Source: an optimization exercise on an open RTL-to-GDS flow (aim: a short achievable clock period and few clock cycles per item). Production flows keep margins and buffers that such runs may drop. The RTL was checked by simulation tests, not by an equivalence proof against the original design. Power figures rest on the tool's default switching activity, not on a simulated workload.

===== constraint.sdc =====
create_clock -name core_clock -period 5.0 [get_ports {clk}]
set_input_delay 1.0000 -clock core_clock [delete_from_list [all_inputs] [get_ports {clk}]]
set_output_delay 1.0000 -clock core_clock [all_outputs]
set_load 0.01 [all_outputs]

===== run.sh =====
#!/bin/bash
# synth_recipe.tcl (not shown) runs the flow's synth.tcl, then flattens the netlist and writes it again
# the make line also repeats each setting of config.mk as NAME=value (left out here)
make -C /OpenROAD-flow-scripts/flow DESIGN_CONFIG=/design/flow/config.mk WORK_HOME=/design/flow/orfs CLKGATE_MAP_FILE= SYNTH_SCRIPT=/design/flow/synth_recipe.tcl finish

===== design.v =====
`default_nettype none
module pipe3_fwd_core #(
    parameter int DW   = 32,
    parameter int NREG = 32
) (
    input  logic          clk,
    input  logic          rst,
    input  logic [31:0]   InstrIn,
    input  logic          in_valid,
    input  logic          stall,
    output logic          in_ready,
    output logic [DW-1:0] Out,
    output logic          out_valid,
    output logic [15:0]   retire_cnt
);
    localparam int c_QD = 5;
    localparam int HW   = DW / 2;
    logic            r_kValid;
    logic [31:0]     r_kIns;
    logic            r_dValid;
    logic [31:0]     r_dIns;
    logic [NREG-1:0] r_dRs1Oh;
    logic [NREG-1:0] r_dRs2Oh;
    logic            r_1Valid;
    logic            r_1We;
    logic [4:0]      r_1Wd;
    logic [7:0]      r_1Op;       
    logic            r_1FA1, r_1FB1;    
    logic            r_1FA2, r_1FB2;    
    logic [HW-1:0]   r_1Alo, r_1Ahi, r_1Blo, r_1Bhi;
    logic            r_2Valid;
    logic            r_2We;
    logic [4:0]      r_2Wd;
    logic [7:0]      r_2Op;
    logic            r_2FA1, r_2FB1;    
    logic [HW-1:0]   r_2Alo, r_2Ahi, r_2Bhi;
    logic [4:0]      r_2Sh;
    logic [HW-1:0]   r_xLo;             
    logic            r_xCy;             
    logic            r_3Valid;
    logic            r_3We;
    logic [4:0]      r_3Wd;
    logic [DW-1:0]   r_res;
    logic [DW-1:0]   r_qVal [c_QD];
    logic [c_QD-1:0] r_qV;
    logic [c_QD-1:0] r_qWe;
    logic [15:0]     r_retireCnt;
    logic [DW-1:0]   r_regs [1:NREG-1];
    logic            w_accept;
    logic            w_hold;
    logic            w_dIssue;
    logic [31:0]     w_nIns;
    logic            w_nValid;
    assign w_accept = in_valid && !stall && !r_kValid;
    assign w_nIns   = r_kValid ? r_kIns : InstrIn;
    assign w_nValid = r_kValid || w_accept;
    logic [2:0]      w_op;
    logic            w_ds, w_we;
    logic [4:0]      w_wd, w_rs1, w_rs2;
    logic [DW-1:0]   w_imm, w_rdA, w_rdB;
    logic            w_m1A, w_m1B, w_m2A, w_m2B, w_m3A, w_m3B;
    logic [HW-1:0]   w_dAlo, w_dAhi, w_dBlo, w_dBhi;
    assign w_op  = r_dIns[31:29];
    assign w_ds  = r_dIns[28];
    assign w_we  = r_dIns[27];
    assign w_wd  = r_dIns[25:21];
    assign w_rs1 = r_dIns[20:16];
    assign w_rs2 = r_dIns[15:11];
    assign w_imm = DW'($signed(r_dIns[15:0]));
    always_comb begin
        w_rdA = '0;
        w_rdB = '0;
        for (int i = 1; i < NREG; i++) begin
            w_rdA = w_rdA | (r_regs[i] & {DW{r_dRs1Oh[i]}});
            w_rdB = w_rdB | (r_regs[i] & {DW{r_dRs2Oh[i]}});
        end
    end
    assign w_m1A = (w_rs1 != 5'd0) && r_1Valid && r_1We && (r_1Wd == w_rs1);
    assign w_m2A = (w_rs1 != 5'd0) && r_2Valid && r_2We && (r_2Wd == w_rs1);
    assign w_m3A = (w_rs1 != 5'd0) && r_3Valid && r_3We && (r_3Wd == w_rs1);
    assign w_m1B = !w_ds && (w_rs2 != 5'd0) && r_1Valid && r_1We && (r_1Wd == w_rs2);
    assign w_m2B = !w_ds && (w_rs2 != 5'd0) && r_2Valid && r_2We && (r_2Wd == w_rs2);
    assign w_m3B = !w_ds && (w_rs2 != 5'd0) && r_3Valid && r_3We && (r_3Wd == w_rs2);
    assign w_dAlo = w_m2A ? r_xLo : (w_m3A ? r_res[HW-1:0] : w_rdA[HW-1:0]);
    assign w_dAhi = w_m3A ? r_res[DW-1:HW] : w_rdA[DW-1:HW];
    assign w_dBlo = w_ds ? w_imm[HW-1:0] :
                    (w_m2B ? r_xLo : (w_m3B ? r_res[HW-1:0] : w_rdB[HW-1:0]));
    assign w_dBhi = w_ds ? w_imm[DW-1:HW] :
                    (w_m3B ? r_res[DW-1:HW] : w_rdB[DW-1:HW]);
    assign w_hold   = r_dValid && (w_op == 3'd6) && w_m1A;
    assign w_dIssue = r_dValid && !w_hold;
    logic [HW-1:0]   w_aLo, w_bLo, w_aHi1, w_bHi1, w_lo;
    logic [4:0]      w_sh;
    logic [HW:0]     w_addLo, w_subLo;
    logic [DW-1:0]   w_shrLo;
    assign w_aLo  = r_1FA1 ? r_xLo : r_1Alo;
    assign w_bLo  = r_1FB1 ? r_xLo : r_1Blo;
    assign w_aHi1 = r_1FA2 ? r_res[DW-1:HW] : r_1Ahi;
    assign w_bHi1 = r_1FB2 ? r_res[DW-1:HW] : r_1Bhi;
    assign w_sh   = w_bLo[4:0];
    assign w_addLo = {1'b0, w_aLo} + {1'b0, w_bLo};
    assign w_subLo = {1'b0, w_aLo} + {1'b0, ~w_bLo} + (HW+1)'(1);
    assign w_shrLo = {w_aHi1, w_aLo} >> w_sh;
    always_comb begin
        w_lo = '0;
        if (r_1Op[0]) w_lo = w_lo | w_addLo[HW-1:0];
        if (r_1Op[1]) w_lo = w_lo | w_subLo[HW-1:0];
        if (r_1Op[2]) w_lo = w_lo | (w_aLo & w_bLo);
        if (r_1Op[3]) w_lo = w_lo | (w_aLo | w_bLo);
        if (r_1Op[4]) w_lo = w_lo | (w_aLo ^ w_bLo);
        if (r_1Op[5]) w_lo = w_lo | (w_aLo << w_sh);
        if (r_1Op[6]) w_lo = w_lo | w_shrLo[HW-1:0];
        if (r_1Op[7]) w_lo = w_lo | w_bLo;
    end
    logic [HW-1:0]   w_aHi, w_bHi, w_hi;
    logic [HW-1:0]   w_addHi, w_subHi;
    logic [DW-1:0]   w_shlHi;
    assign w_aHi = r_2FA1 ? r_res[DW-1:HW] : r_2Ahi;
    assign w_bHi = r_2FB1 ? r_res[DW-1:HW] : r_2Bhi;
    assign w_addHi = w_aHi + w_bHi + HW'(r_xCy);
    assign w_subHi = w_aHi + ~w_bHi + HW'(r_xCy);
    assign w_shlHi = {w_aHi, r_2Alo} << r_2Sh;
    always_comb begin
        w_hi = '0;
        if (r_2Op[0]) w_hi = w_hi | w_addHi;
        if (r_2Op[1]) w_hi = w_hi | w_subHi;
        if (r_2Op[2]) w_hi = w_hi | (w_aHi & w_bHi);
        if (r_2Op[3]) w_hi = w_hi | (w_aHi | w_bHi);
        if (r_2Op[4]) w_hi = w_hi | (w_aHi ^ w_bHi);
        if (r_2Op[5]) w_hi = w_hi | w_shlHi[DW-1:HW];
        if (r_2Op[6]) w_hi = w_hi | (w_aHi >> r_2Sh);
        if (r_2Op[7]) w_hi = w_hi | w_bHi;
    end
    logic            w_deliver;
    logic [DW-1:0]   w_sVal [c_QD];
    logic [c_QD-1:0] w_sV, w_sWe, w_nV, w_nWe;
    logic [DW-1:0]   w_nVal [c_QD];
    assign w_deliver = r_qV[0] && !stall;
    always_comb begin
        for (int k = 0; k < c_QD; k++) begin
            if (w_deliver) begin
                w_sVal[k] = (k + 1 < c_QD) ? r_qVal[(k + 1) % c_QD] : r_qVal[k];
                w_sV[k]   = (k + 1 < c_QD) ? r_qV[(k + 1) % c_QD] : 1'b0;
                w_sWe[k]  = (k + 1 < c_QD) ? r_qWe[(k + 1) % c_QD] : 1'b0;
            end else begin
                w_sVal[k] = r_qVal[k];
                w_sV[k]   = r_qV[k];
                w_sWe[k]  = r_qWe[k];
            end
        end
        for (int k = 0; k < c_QD; k++) begin
            w_nVal[k] = w_sVal[k];
            w_nV[k]   = w_sV[k];
            w_nWe[k]  = w_sWe[k];
            if (r_3Valid && !w_sV[k] && (k == 0 || w_sV[(k + c_QD - 1) % c_QD])) begin
                w_nVal[k] = r_res;
                w_nV[k]   = 1'b1;
                w_nWe[k]  = r_3We;
            end
        end
    end
    always_ff @(posedge clk or negedge rst) begin
        if (!rst) begin
            r_kValid    <= 1'b0;
            r_dValid    <= 1'b0;
            r_1Valid    <= 1'b0;
            r_2Valid    <= 1'b0;
            r_3Valid    <= 1'b0;
            r_qV        <= '0;
            r_qWe       <= '0;
            r_retireCnt <= '0;
        end else begin
            if (w_hold) begin
                r_kValid <= r_kValid || w_accept;
            end else begin
                r_kValid <= 1'b0;
                r_dValid <= w_nValid;
            end
            r_1Valid    <= w_dIssue;
            r_2Valid    <= r_1Valid;
            r_3Valid    <= r_2Valid;
            r_qV        <= w_nV;
            r_qWe       <= w_nWe;
            if (w_deliver && r_qWe[0])
                r_retireCnt <= r_retireCnt + 16'd1;
        end
    end
    always_ff @(posedge clk) begin
        if (w_accept)
            r_kIns <= InstrIn;
        if (!w_hold) begin
            r_dIns   <= w_nIns;
            r_dRs1Oh <= NREG'(1) << w_nIns[20:16];
            r_dRs2Oh <= NREG'(1) << w_nIns[15:11];
        end
        r_1We  <= w_we;
        r_1Wd  <= w_wd;
        r_1Op  <= 8'(1) << w_op;
        r_1FA1 <= w_m1A;
        r_1FB1 <= w_m1B;
        r_1FA2 <= w_m2A;
        r_1FB2 <= w_m2B;
        r_1Alo <= w_dAlo;
        r_1Ahi <= w_dAhi;
        r_1Blo <= w_dBlo;
        r_1Bhi <= w_dBhi;
        r_2We  <= r_1We;
        r_2Wd  <= r_1Wd;
        r_2Op  <= r_1Op;
        r_2FA1 <= r_1FA1;
        r_2FB1 <= r_1FB1;
        r_2Alo <= w_aLo;
        r_2Ahi <= w_aHi1;
        r_2Bhi <= w_bHi1;
        r_2Sh  <= w_sh;
        r_xLo  <= w_lo;
        r_xCy  <= r_1Op[1] ? w_subLo[HW] : w_addLo[HW];
        r_3We  <= r_2We;
        r_3Wd  <= r_2Wd;
        r_res  <= {w_hi, r_xLo};
        for (int k = 0; k < c_QD; k++)
            r_qVal[k] <= w_nVal[k];
    end
    always_ff @(posedge clk or negedge rst) begin
        if (!rst) begin
            for (int i = 1; i < NREG; i++)
                r_regs[i] <= '0;
        end else if (r_3Valid && r_3We) begin
            for (int i = 1; i < NREG; i++)
                if (r_3Wd == 5'(i))
                    r_regs[i] <= r_res;
        end
    end
    assign in_ready   = !r_kValid;
    assign Out        = r_qVal[0];
    assign out_valid  = r_qV[0];
    assign retire_cnt = r_retireCnt;
endmodule
`default_nettype wire

===== config.mk =====
export PLATFORM = sky130hd
export DESIGN_NAME = pipe3_fwd_core
export DESIGN_NICKNAME = pipe3_fwd_core
export VERILOG_FILES = /design/flow/design.v
export SDC_FILE = /design/flow/constraint.sdc
export NUM_CORES = 4
export LEC_CHECK = 0
export ABC_CLOCK_PERIOD_IN_PS = 1800
export CAP_MARGIN = 20
export CORE_MARGIN = 2
export CORE_UTILIZATION = 55
export SETUP_SLACK_MARGIN = 2.8
export SLEW_MARGIN = 20

==> results_dict.tcl, run 1 <==
set metrics [dict create \
    track_usage 0.493 \
    synth_cell_types 80 \
    min_path_type "input port to asynchronous set/reset pin" \
    synthTopCellsByCount "1215 x mux2_2, 1023 x dfrtp_1, 478 x clkbuf_1, 328 x a22oi_1, 314 x a221oi_1" \
    cp-start-kind "flip-flop" \
    drv_cap 0 \
    core_area_sq_um 135000 \
    crit_fanout 6 \
    dp_hpwl_um 189000 \
    drt_iter0_markers 13137 \
    post-route-period-util 0.663 \
    powerDensity_nw_per_um2 337 \
    max_freq_mhz 302 \
    synth_cells 6268 \
    cts_root_buf "clkbuf_16" \
    die-area_sq_um 139000 \
    synth_area_leaders "dfrtp_1 34%, mux2_2 18%, edfxtp_1 11%" \
    leakagePower_nw 41.3 \
    grt_pass1_wl_um 485000 \
    synth_area_sq_um 74900 \
    setup_tns_ns 0 \
    portBuffers 84 \
    skew_ns 0.0454 \
    cts.sinks 1513 \
    num_vias 67218 \
    synth_xor_area_frac 0.00807 \
    crit_type "flip-flop to flip-flop" \
    antenna_left 0 \
    hold_viol_final 0 \
    clk_latency_ns 0.82 \
    layout-drive-gt1-share 0.414 \
    rows 135 \
    globalRoute.totalOverflow 0 \
    synthAdderAreaFrac 0.0176 \
    tightest_slew_ns 1.14 \
    drc 0 \
    rsz0062_at_grt "true" \
    yosys.area.top_type "dfrtp_1" \
    die_h_um 373 \
    chipWidth_um 373 \
    wl_per_cell_um 42.0 \
    yosysSeqAreaShare 0.511 \
    crit_path_end_kind "flip-flop" \
    synth.most_common_cell "mux2_2" \
    synth_top_family_by_area "multiplexers" \
    r2r_slack_ns 1.69 \
    fin_ws_ns 1.69 \
    nets 6878 \
    required_ns 5.66 \
    synth.avg_cell_area_sq_um 12.0 \
    max_slew_margin 0.238 \
    gp_congestion 0.969 \
    synth_nets 6406 \
    setup_viol 0 \
    yosys.area_share.simple 0.0601 \
    syn2layout_area_growth_pct 26.4 \
    status "no timing/DRC/antenna violations" \
    wl_um 364000 \
    peakVddDrop_uv 321 \
    synth_compound_area_frac 0.155 \
    cts_buffer_depth 3 \
    slew_viol_final 0 \
    final_util 0.700 \
    vias_per_cell 7.75 \
    grt_pass1_vias 62293 \
    synth_top_area_share 0.342 \
    synth-edff-count 284 \
    clk_pin_slew_worst_paths_ns 0.06 \
    dr.pass1.iters 12 \
    period_needed_ns 3.31 \
    async_flop_share 0.676 \
    initial_core_util 0.554 \
    synthFlopType "dfrtp_1" \
    worstPathArrival_ns 3.98 \
    yosys_register_bits 1513 \
    cts_buffers 162 \
    htreeDepth 4 \
    synthMuxAreaShare 0.213 \
    cts_tree "yes" \
    yosys_warnings 5 \
    grt_max_degree 116 \
    io-pin-count 86 \
    antenna_found_initial 21 \
    num-fill-cells 9603 \
    dp_slack_ns 1.16 \
]
## cells by family after synthesis
| logic type | after synthesis |
|---|---|
| buf+inv | 695 |
| simple gates | 965 |
| flops | 1513 |
| mux | 1418 |
| fa+ha+maj | 102 |
| compound gates | 1506 |
| xor+xnor | 69 |
## stage by stage
step	power, mW	cells	hold slack [ns]	area (sq um)
detailed placement	18.7	7809	0.329	78900
finish	31.9	8668	0.232	94700
floorplan	16.9	6268	0.323	75800
global route	32.6	8648	0.280	94600
global placement	18.6	7807	0.327	78900
CTS	31.3	8429	0.280	90500
## sequential cells by signal (all words and copies together), names as in the netlist, 31 cells and up
signal,count
r_dIns,31
r_dRs1Oh,31
r_dRs2Oh,31
r_kIns,31
r_qVal,160
r_regs,992
r_res,32
## power breakdown
part           total (mW)  switching [mW]  internal [mW]
logic                4.91            2.98           1.93
clock network        12.5            5.30           7.18
registers            14.5           0.896           13.6
## path summary, 6_finish.rpt
| check | endpoint | startpoint | cells after the start |
|---|---|---|---|
| min in group core_clock | r_1Wd[4] | r_dIns[25] | 0 |
| setup reg to reg | r_res[30] | r_2FB1 | 13 |
| setup / recovery | r_res[30] | r_2FB1 | 13 |
| hold reg to reg | r_1Wd[4] | r_dIns[25] | 0 |
| hold / removal | r_regs[9][28] | rst | 1 |
| max in group asynchronous | r_regs[21][4] | rst | 2 |
## repair_timing
action	4_1_cts	5_1_grt
gates cloned	41	25
hold buffers	0	0
buffers inserted	288	194
resized for setup	907	465
pin swaps	163	199
endpoints found under the setup margin	1552	1086
## metal layers
metal / wire [um] / part of all wire / GRT usage / vias to the layer above
li1: - / - / - / 25141
met1: 130000 / 0.36 / 0.635 / 33581
met2: 141000 / 0.39 / 0.653 / 6466
met3: 59400 / 0.16 / 0.231 / 1990
met4: 33000 / 0.091 / 0.332 / 40
met5: 928 / 0.0026 / 0.00978 / -
## critical path, stage by stage, from the launching register on
cell	delay, ns
dfxtp_4	0.44
mux2_4	0.34
inv_4	0.06
fa_2	0.20
inv_2	0.04
fa_2	0.37
o21ba_4	0.24
o2111ai_4	0.21
o311ai_4	0.16
o221ai_2	0.24
a21oi_2	0.10
o21bai_1	0.14
mux2_2	0.35
a221o_1	0.29
## layout make-up
cell class                 instances  area, sq um  share of cell area
timing repair inverter             1         7.51           0.0000793
sequential                      1513        38300               0.405
tap                             1781         2230              0.0235
clock buffer                     237         4730              0.0500
clock inverter                    54          671             0.00708
timing repair buffer             859         9850               0.104
antenna                           20         50.0            0.000529
multi-input combinational       4081        38300               0.405
inverter                         122          497             0.00525
## placed cells by master, fill, tap and decap left out, types with 145 or more instances in the layout
master        n
a221oi_1    230
nand2_1     281
edfxtp_1    284
mux2_4      145
mux2_2     1070
nor2_1      182
dfrtp_1    1021
a22o_1      291
a22oi_1     323
clkbuf_16   184
buf_4       429
dfxtp_1     185
Testbench counts, summed over its fixed seeds: cycles 33,003, instrs 32,000.
==> run 2: changes to the inputs <==
--- a/design.v
+++ b/design.v
@@ -15,3 +15,3 @@
 );
-    localparam int c_QD = 5;
+    localparam int c_QD = 4;
     localparam int HW   = DW / 2;
@@ -28,3 +28,2 @@
     logic            r_1FA1, r_1FB1;    
-    logic            r_1FA2, r_1FB2;    
     logic [HW-1:0]   r_1Alo, r_1Ahi, r_1Blo, r_1Bhi;
@@ -34,3 +33,2 @@
     logic [7:0]      r_2Op;
-    logic            r_2FA1, r_2FB1;    
     logic [HW-1:0]   r_2Alo, r_2Ahi, r_2Bhi;
@@ -43,5 +41,10 @@
     logic [DW-1:0]   r_res;
-    logic [DW-1:0]   r_qVal [c_QD];
-    logic [c_QD-1:0] r_qV;
-    logic [c_QD-1:0] r_qWe;
+    logic [DW-1:0]   r_fVal [c_QD];
+    logic [c_QD-1:0] r_fWe;
+    logic [1:0]      r_fRd, r_fWr;
+    logic [2:0]      r_fCnt;
+    logic            r_oValid;
+    logic            r_oWe;
+    logic [DW-1:0]   r_out;
+    logic [NREG-1:0] r_3WeOh;    
     logic [15:0]     r_retireCnt;
@@ -95,6 +98,6 @@
     logic [DW-1:0]   w_shrLo;
-    assign w_aLo  = r_1FA1 ? r_xLo : r_1Alo;
-    assign w_bLo  = r_1FB1 ? r_xLo : r_1Blo;
-    assign w_aHi1 = r_1FA2 ? r_res[DW-1:HW] : r_1Ahi;
-    assign w_bHi1 = r_1FB2 ? r_res[DW-1:HW] : r_1Bhi;
+    assign w_aLo  = r_1Alo;
+    assign w_bLo  = r_1Blo;
+    assign w_aHi1 = r_1Ahi;
+    assign w_bHi1 = r_1Bhi;
     assign w_sh   = w_bLo[4:0];
@@ -117,4 +120,4 @@
     logic [DW-1:0]   w_shlHi;
-    assign w_aHi = r_2FA1 ? r_res[DW-1:HW] : r_2Ahi;
-    assign w_bHi = r_2FB1 ? r_res[DW-1:HW] : r_2Bhi;
+    assign w_aHi = r_2Ahi;
+    assign w_bHi = r_2Bhi;
     assign w_addHi = w_aHi + w_bHi + HW'(r_xCy);
@@ -134,29 +137,11 @@
     logic            w_deliver;
-    logic [DW-1:0]   w_sVal [c_QD];
-    logic [c_QD-1:0] w_sV, w_sWe, w_nV, w_nWe;
-    logic [DW-1:0]   w_nVal [c_QD];
-    assign w_deliver = r_qV[0] && !stall;
-    always_comb begin
-        for (int k = 0; k < c_QD; k++) begin
-            if (w_deliver) begin
-                w_sVal[k] = (k + 1 < c_QD) ? r_qVal[(k + 1) % c_QD] : r_qVal[k];
-                w_sV[k]   = (k + 1 < c_QD) ? r_qV[(k + 1) % c_QD] : 1'b0;
-                w_sWe[k]  = (k + 1 < c_QD) ? r_qWe[(k + 1) % c_QD] : 1'b0;
-            end else begin
-                w_sVal[k] = r_qVal[k];
-                w_sV[k]   = r_qV[k];
-                w_sWe[k]  = r_qWe[k];
-            end
-        end
-        for (int k = 0; k < c_QD; k++) begin
-            w_nVal[k] = w_sVal[k];
-            w_nV[k]   = w_sV[k];
-            w_nWe[k]  = w_sWe[k];
-            if (r_3Valid && !w_sV[k] && (k == 0 || w_sV[(k + c_QD - 1) % c_QD])) begin
-                w_nVal[k] = r_res;
-                w_nV[k]   = 1'b1;
-                w_nWe[k]  = r_3We;
-            end
-        end
-    end
+    logic            w_load;
+    logic            w_take;
+    logic [DW-1:0]   w_next;
+    logic            w_nextWe;
+    assign w_deliver = r_oValid && !stall;
+    assign w_load    = w_deliver || !r_oValid;
+    assign w_take    = w_load && (r_fCnt != 3'd0 || r_3Valid);
+    assign w_next    = (r_fCnt != 3'd0) ? r_fVal[r_fRd] : r_res;
+    assign w_nextWe  = (r_fCnt != 3'd0) ? r_fWe[r_fRd] : r_3We;
     always_ff @(posedge clk or negedge rst) begin
@@ -168,4 +153,8 @@
             r_3Valid    <= 1'b0;
-            r_qV        <= '0;
-            r_qWe       <= '0;
+            r_fRd       <= '0;
+            r_fWr       <= '0;
+            r_fCnt      <= '0;
+            r_oValid    <= 1'b0;
+            r_oWe       <= 1'b0;
+            r_3WeOh     <= '0;
             r_retireCnt <= '0;
@@ -181,5 +170,14 @@
             r_3Valid    <= r_2Valid;
-            r_qV        <= w_nV;
-            r_qWe       <= w_nWe;
-            if (w_deliver && r_qWe[0])
+            for (int i = 0; i < NREG; i++)
+                r_3WeOh[i] <= r_2Valid && r_2We && (r_2Wd == 5'(i)) && (i != 0);
+            if (r_3Valid)
+                r_fWr <= r_fWr + 2'd1;
+            if (w_take)
+                r_fRd <= r_fRd + 2'd1;
+            r_fCnt <= r_fCnt + 3'(r_3Valid) - 3'(w_take);
+            if (w_load) begin
+                r_oValid <= w_take;
+                r_oWe    <= w_nextWe;
+            end
+            if (w_deliver && r_oWe)
                 r_retireCnt <= r_retireCnt + 16'd1;
@@ -200,8 +198,6 @@
         r_1FB1 <= w_m1B;
-        r_1FA2 <= w_m2A;
-        r_1FB2 <= w_m2B;
-        r_1Alo <= w_dAlo;
-        r_1Ahi <= w_dAhi;
-        r_1Blo <= w_dBlo;
-        r_1Bhi <= w_dBhi;
+        r_1Alo <= w_m1A ? w_lo : w_dAlo;
+        r_1Blo <= w_m1B ? w_lo : w_dBlo;
+        r_1Ahi <= w_m2A ? w_hi : w_dAhi;
+        r_1Bhi <= w_m2B ? w_hi : w_dBhi;
         r_2We  <= r_1We;
@@ -209,7 +205,5 @@
         r_2Op  <= r_1Op;
-        r_2FA1 <= r_1FA1;
-        r_2FB1 <= r_1FB1;
         r_2Alo <= w_aLo;
-        r_2Ahi <= w_aHi1;
-        r_2Bhi <= w_bHi1;
+        r_2Ahi <= r_1FA1 ? w_hi : w_aHi1;
+        r_2Bhi <= r_1FB1 ? w_hi : w_bHi1;
         r_2Sh  <= w_sh;
@@ -220,4 +214,8 @@
         r_res  <= {w_hi, r_xLo};
-        for (int k = 0; k < c_QD; k++)
-            r_qVal[k] <= w_nVal[k];
+        if (r_3Valid) begin
+            r_fVal[r_fWr] <= r_res;
+            r_fWe[r_fWr]  <= r_3We;
+        end
+        if (w_load)
+            r_out <= w_next;
     end
@@ -227,5 +225,5 @@
                 r_regs[i] <= '0;
-        end else if (r_3Valid && r_3We) begin
+        end else begin
             for (int i = 1; i < NREG; i++)
-                if (r_3Wd == 5'(i))
+                if (r_3WeOh[i])
                     r_regs[i] <= r_res;
@@ -234,4 +232,4 @@
     assign in_ready   = !r_kValid;
-    assign Out        = r_qVal[0];
-    assign out_valid  = r_qV[0];
+    assign Out        = r_out;
+    assign out_valid  = r_oValid;
     assign retire_cnt = r_retireCnt;
==> flow/run.sh (new file) <==
#!/bin/bash
# Standard ORFS layout with two synthesis changes: no half/full-adder cell
# mapping (ADDER_MAP_FILE empty), and slow stacked/compound cells added to the
# don't-use list so ABC and the resizer build the logic from faster gates.
# Registers are mapped exactly as in the standard synthesis.
set -euo pipefail
PLAT_DU=$(awk '/export DONT_USE_CELLS \+= /{f=1} f{print} f && !/\\$/{exit}' \
    "$FLOW_HOME/platforms/sky130hd/config.mk" | grep -o 'sky130_fd_sc_hd__[a-z0-9_]*' | tr '\n' ' ')
SLOW=$(grep -o 'sky130_fd_sc_hd__[a-z0-9_*]*' flow/slow_cells.txt | tr '\n' ' ')
bash standard.sh ADDER_MAP_FILE= "DONT_USE_CELLS=$PLAT_DU $SLOW" finish > flow_make.log 2>&1
==> flow/slow_cells.txt (new file) <==
sky130_fd_sc_hd__a2111o*
sky130_fd_sc_hd__o2111a*
sky130_fd_sc_hd__a2111oi*
sky130_fd_sc_hd__o2111ai*
sky130_fd_sc_hd__a311o*
sky130_fd_sc_hd__o311a*
sky130_fd_sc_hd__a311oi*
sky130_fd_sc_hd__o311ai*
sky130_fd_sc_hd__nor4*
sky130_fd_sc_hd__or4*
sky130_fd_sc_hd__a41o*
sky130_fd_sc_hd__o41a*
sky130_fd_sc_hd__a41oi*
sky130_fd_sc_hd__o41ai*
sky130_fd_sc_hd__nor3*
sky130_fd_sc_hd__or3*
sky130_fd_sc_hd__a32o*
sky130_fd_sc_hd__o32a*
sky130_fd_sc_hd__ha_*
sky130_fd_sc_hd__fa_*
sky130_fd_sc_hd__maj3*
sky130_fd_sc_hd__nand4*
sky130_fd_sc_hd__and4*
sky130_fd_sc_hd__a31o*
sky130_fd_sc_hd__o31a*
sky130_fd_sc_hd__a31oi*
sky130_fd_sc_hd__o31ai*
sky130_fd_sc_hd__a221o_*
sky130_fd_sc_hd__o221a_*
sky130_fd_sc_hd__a222oi*
sky130_fd_sc_hd__mux4*
sky130_fd_sc_hd__a2bb2o*
sky130_fd_sc_hd__o2bb2a*
sky130_fd_sc_hd__a32oi*
sky130_fd_sc_hd__o32ai*
sky130_fd_sc_hd__and4b*
sky130_fd_sc_hd__or4b*
sky130_fd_sc_hd__nor4b*
sky130_fd_sc_hd__nand4b*
==> standard.sh (new file) <==
#!/bin/bash
# synth_recipe.tcl (not shown) runs the flow's synth.tcl, then flattens the netlist and writes it again
# the make line also repeats each setting of config.mk as NAME=value (left out here)
make -C /OpenROAD-flow-scripts/flow DESIGN_CONFIG=/design/flow/config.mk WORK_HOME=/design/flow/orfs CLKGATE_MAP_FILE= SYNTH_SCRIPT=/design/flow/synth_recipe.tcl "${@:-finish}"
removed: run.sh
==> run 2 against run 1 <==
  * Still clean on timing, DRC and antenna
  * Power grew 0.87%
  * Non-clock buffer count shrank 172
  * Via count shrank 1.1%
  * Die area grew 1.6%
  * Synthesized area grew 1.7%
  * First-iteration DRC count shrank 17%
  * Routed wire length shrank 4.2%
  * Critical path depth shrank 1
  * Clock power is essentially flat
  * Design area shrank 3.4%
  * Critical endpoint is now r_1Blo[10]
==> results_dict.tcl, run 2 <==
set metrics [dict create \
    final_cell_mix "1079 x mux2_2, 1016 x dfrtp_1, 436 x nor2_1, 415 x a22oi_1, 391 x buf_4" \
    layout-drive-gt1-share 0.354 \
    grt_pass1_wl_um 482000 \
    synthFlopType "dfrtp_1" \
    yosys.area_share.simple 0.0772 \
    drv_cap 0 \
    period_needed_ns 2.75 \
    crit_fanout 7 \
    dp_hpwl_um 203000 \
    powerDensity_nw_per_um2 352 \
    cp-start-kind "flip-flop" \
    synth_area_sq_um 76200 \
    num_vias 66504 \
    drt_iter0_markers 10884 \
    setup_tns_ns 0 \
    post-route-period-util 0.551 \
    wl_um 349000 \
    synth_xor_area_frac 0.0132 \
    clk_latency_ns 0.85 \
    chipWidth_um 376 \
    clk_pin_slew_worst_paths_ns 0.06 \
    synth-edff-count 288 \
    slew_viol_final 0 \
    portBuffers 84 \
    cts_buffer_depth 3 \
    synthMuxAreaShare 0.196 \
    nets 7047 \
    cts_buffers 163 \
    grt_max_degree 147 \
    crit_type "flip-flop to flip-flop" \
    yosysSeqAreaShare 0.513 \
    min_path_type "input port to asynchronous set/reset pin" \
    synth_compound_area_frac 0.165 \
    globalRoute.totalOverflow 0 \
    dr.pass1.iters 10 \
    max_freq_mhz 363 \
    setup_viol 0 \
    tightest_slew_ns 1.26 \
    leakagePower_nw 40.0 \
    status "no timing/DRC/antenna violations" \
    antenna_left 0 \
    yosys_register_bits 1543 \
    cts_root_buf "clkbuf_16" \
    top_regs "r_regs (992), r_fVal (128)" \
    htreeDepth 4 \
    initial_core_util 0.554 \
    crit_path_end_kind "flip-flop" \
    required_ns 5.70 \
    worstPathArrival_ns 3.45 \
    synth.most_common_cell "mux2_2" \
    synthTopCellsByCount "1105 x mux2_2, 1053 x dfrtp_1, 478 x nor2_1, 434 x clkbuf_1, 417 x a22oi_1" \
    die-area_sq_um 141000 \
    synth_cell_types 55 \
    synth_top_area_share 0.346 \
    rsz0062_at_grt "true" \
    synth_cells 6776 \
    placedInstanceArea_sq_um 79500 \
    synthAdderAreaFrac 0 \
    cts_tree "yes" \
    rows 136 \
    io-pin-count 86 \
    skew_ns 0.0416 \
    core_area_sq_um 137000 \
    synth_area_leaders "dfrtp_1 35%, mux2_2 16%, edfxtp_1 11%" \
    vias_per_cell 7.43 \
    wl_per_cell_um 38.9 \
    max_slew_margin 0.158 \
    drc 0 \
    yosys.area.top_type "dfrtp_1" \
    mostFrequentLayoutCell "mux2_2" \
    async_flop_share 0.682 \
    antenna_found_initial 18 \
    yosys_warnings 2 \
    largest_register "r_regs" \
    synth_top_family_by_area "multiplexers" \
    hold_viol_final 0 \
    track_usage 0.482 \
    die_h_um 376 \
    largest_reg_flops 992 \
    cts.sinks 1543 \
    fin_area_sq_um 91500 \
    grt_pass1_vias 62775 \
    gp_congestion 0.971 \
    syn2layout_area_growth_pct 20.1 \
    synth.avg_cell_area_sq_um 11.2 \
    peakVddDrop_uv 361 \
    synth_nets 6812 \
]
run 2: per-layer routing:
metal | wire (um) | share of wire | GRT usage | vias up
met5 | 181 | 0.00052 | 0.00206 | -
met4 | 32200 | 0.092 | 0.348 | 16
met3 | 48000 | 0.14 | 0.176 | 1798
met2 | 143000 | 0.41 | 0.683 | 5517
met1 | 125000 | 0.36 | 0.607 | 33280
li1 | - | - | - | 25893
run 2: cells by family (layout without fill, tap and decap cells):
group | Yosys count | count (layout)
AOI/OAI and AO/OA | 1732 | 1732
xor gates and xnor gates | 115 | 115
buffers and inverters | 699 | 1065
DFF | 1543 | 1543
muxes | 1353 | 1353
other | 0 | 11
and+or+nand+nor | 1334 | 1341
run 2: final cells by class:
class,count,area (sq um)
Fill cell,10649,46000
Clock buffer,243,4710
Tap cell,1794,2240
Sequential cell,1543,39300
Antenna cell,11,27.5
Multi-Input combinational cell,4541,36900
Clock inverter,60,792
Timing Repair Buffer,687,7290
Inverter,75,300
run 2: power by group:
part           internal [mW]  switching, mW
combinational           1.89           2.85
sequential              13.8           1.04
clock                   7.21           5.43
run 2: final timing paths:
kind	slack, ns	endpoint	from	cells after the start
max reg2reg	2.25	r_1Blo[10]	r_1Blo[0]	12
max	2.25	r_1Blo[10]	r_1Blo[0]	12
min in group core_clock	0.34	r_1Wd[2]	r_dIns[23]	0
min reg2reg	0.34	r_1Wd[2]	r_dIns[23]	0
min	0.09	r_regs[3][29]	rst	1
max in group asynchronous	3.42	r_regs[27][0]	rst	3
run 2: repair_timing:
item,in CTS,in global routing
hold buffers,0,0
hold endpoints to repair,0,0
endpoints found under the setup margin,354,319
pin swaps,133,99
gates resized for setup,772,225
gates cloned,14,8
buffers inserted,275,53
run 2: metrics by stage:
step	setup WS (ns)	util	power [mW]	hold slack [ns]	std cells
final	2.25	0.665	32.2	0.0885	8954
after global routing	2.21	0.665	33.0	0.101	8945
after global placement	1.20	0.577	19.0	0.326	8282
after CTS	2.26	0.654	31.9	0.0774	8882
after floorplan	2.37	-	17.0	0.323	6776
after detailed placement	1.25	0.578	19.1	0.329	8290
run 2: critical path, cell delays in order, from the launching register on:
cell and delay [ns]:
dfxtp_4 0.37, buf_12 0.11, buf_6 0.10, buf_16 0.13
mux2i_4 0.29, mux2i_4 0.12, mux2i_1 0.21, mux2i_1 0.10
o211ai_1 0.32, o211ai_1 0.22, a221oi_2 0.24, o21ai_2 0.13
mux2_2 0.27
Testbench counts of run 2, summed over its fixed seeds: cycles 33,003, instrs 32,000.

[afterwards: timing with drivers on the ports]
How much do the figures lean on ideal ports? The routed layouts below were timed once more, with nothing changed but the port constraints.
Step 1 (the two cells are an assumption about what drives the block):
set clk [get_ports {clk}]
set_driving_cell -lib_cell sky130_fd_sc_hd__clkbuf_16 $clk
set_driving_cell -lib_cell sky130_fd_sc_hd__buf_2 [delete_from_list [all_inputs] $clk]
Step 2 adds t to the input delays and takes it off the output delays; t is the mean of the earliest and latest rising clock arrival at the registers after step 1. Input paths then give back, and output paths get back, about the clock's delay inside the block.
Slacks: no drivers / after step 1 / after step 2; pairs: no drivers / after step 1.
run | t (ns) | setup WS [ns] | latest minus earliest clock arrival (ns)
run 1 | 0.885 | 1.687 / 1.687 / 1.687 | 0.050 / 0.050
run 2 | 0.913 | 2.245 / 2.245 / 2.151 | 0.041 / 0.041
After both steps setup and hold are still met in every run listed. For run 2, which loses most, drivers alone change the setup slack by 0.000 ns; drivers and shift together by -0.094 ns.
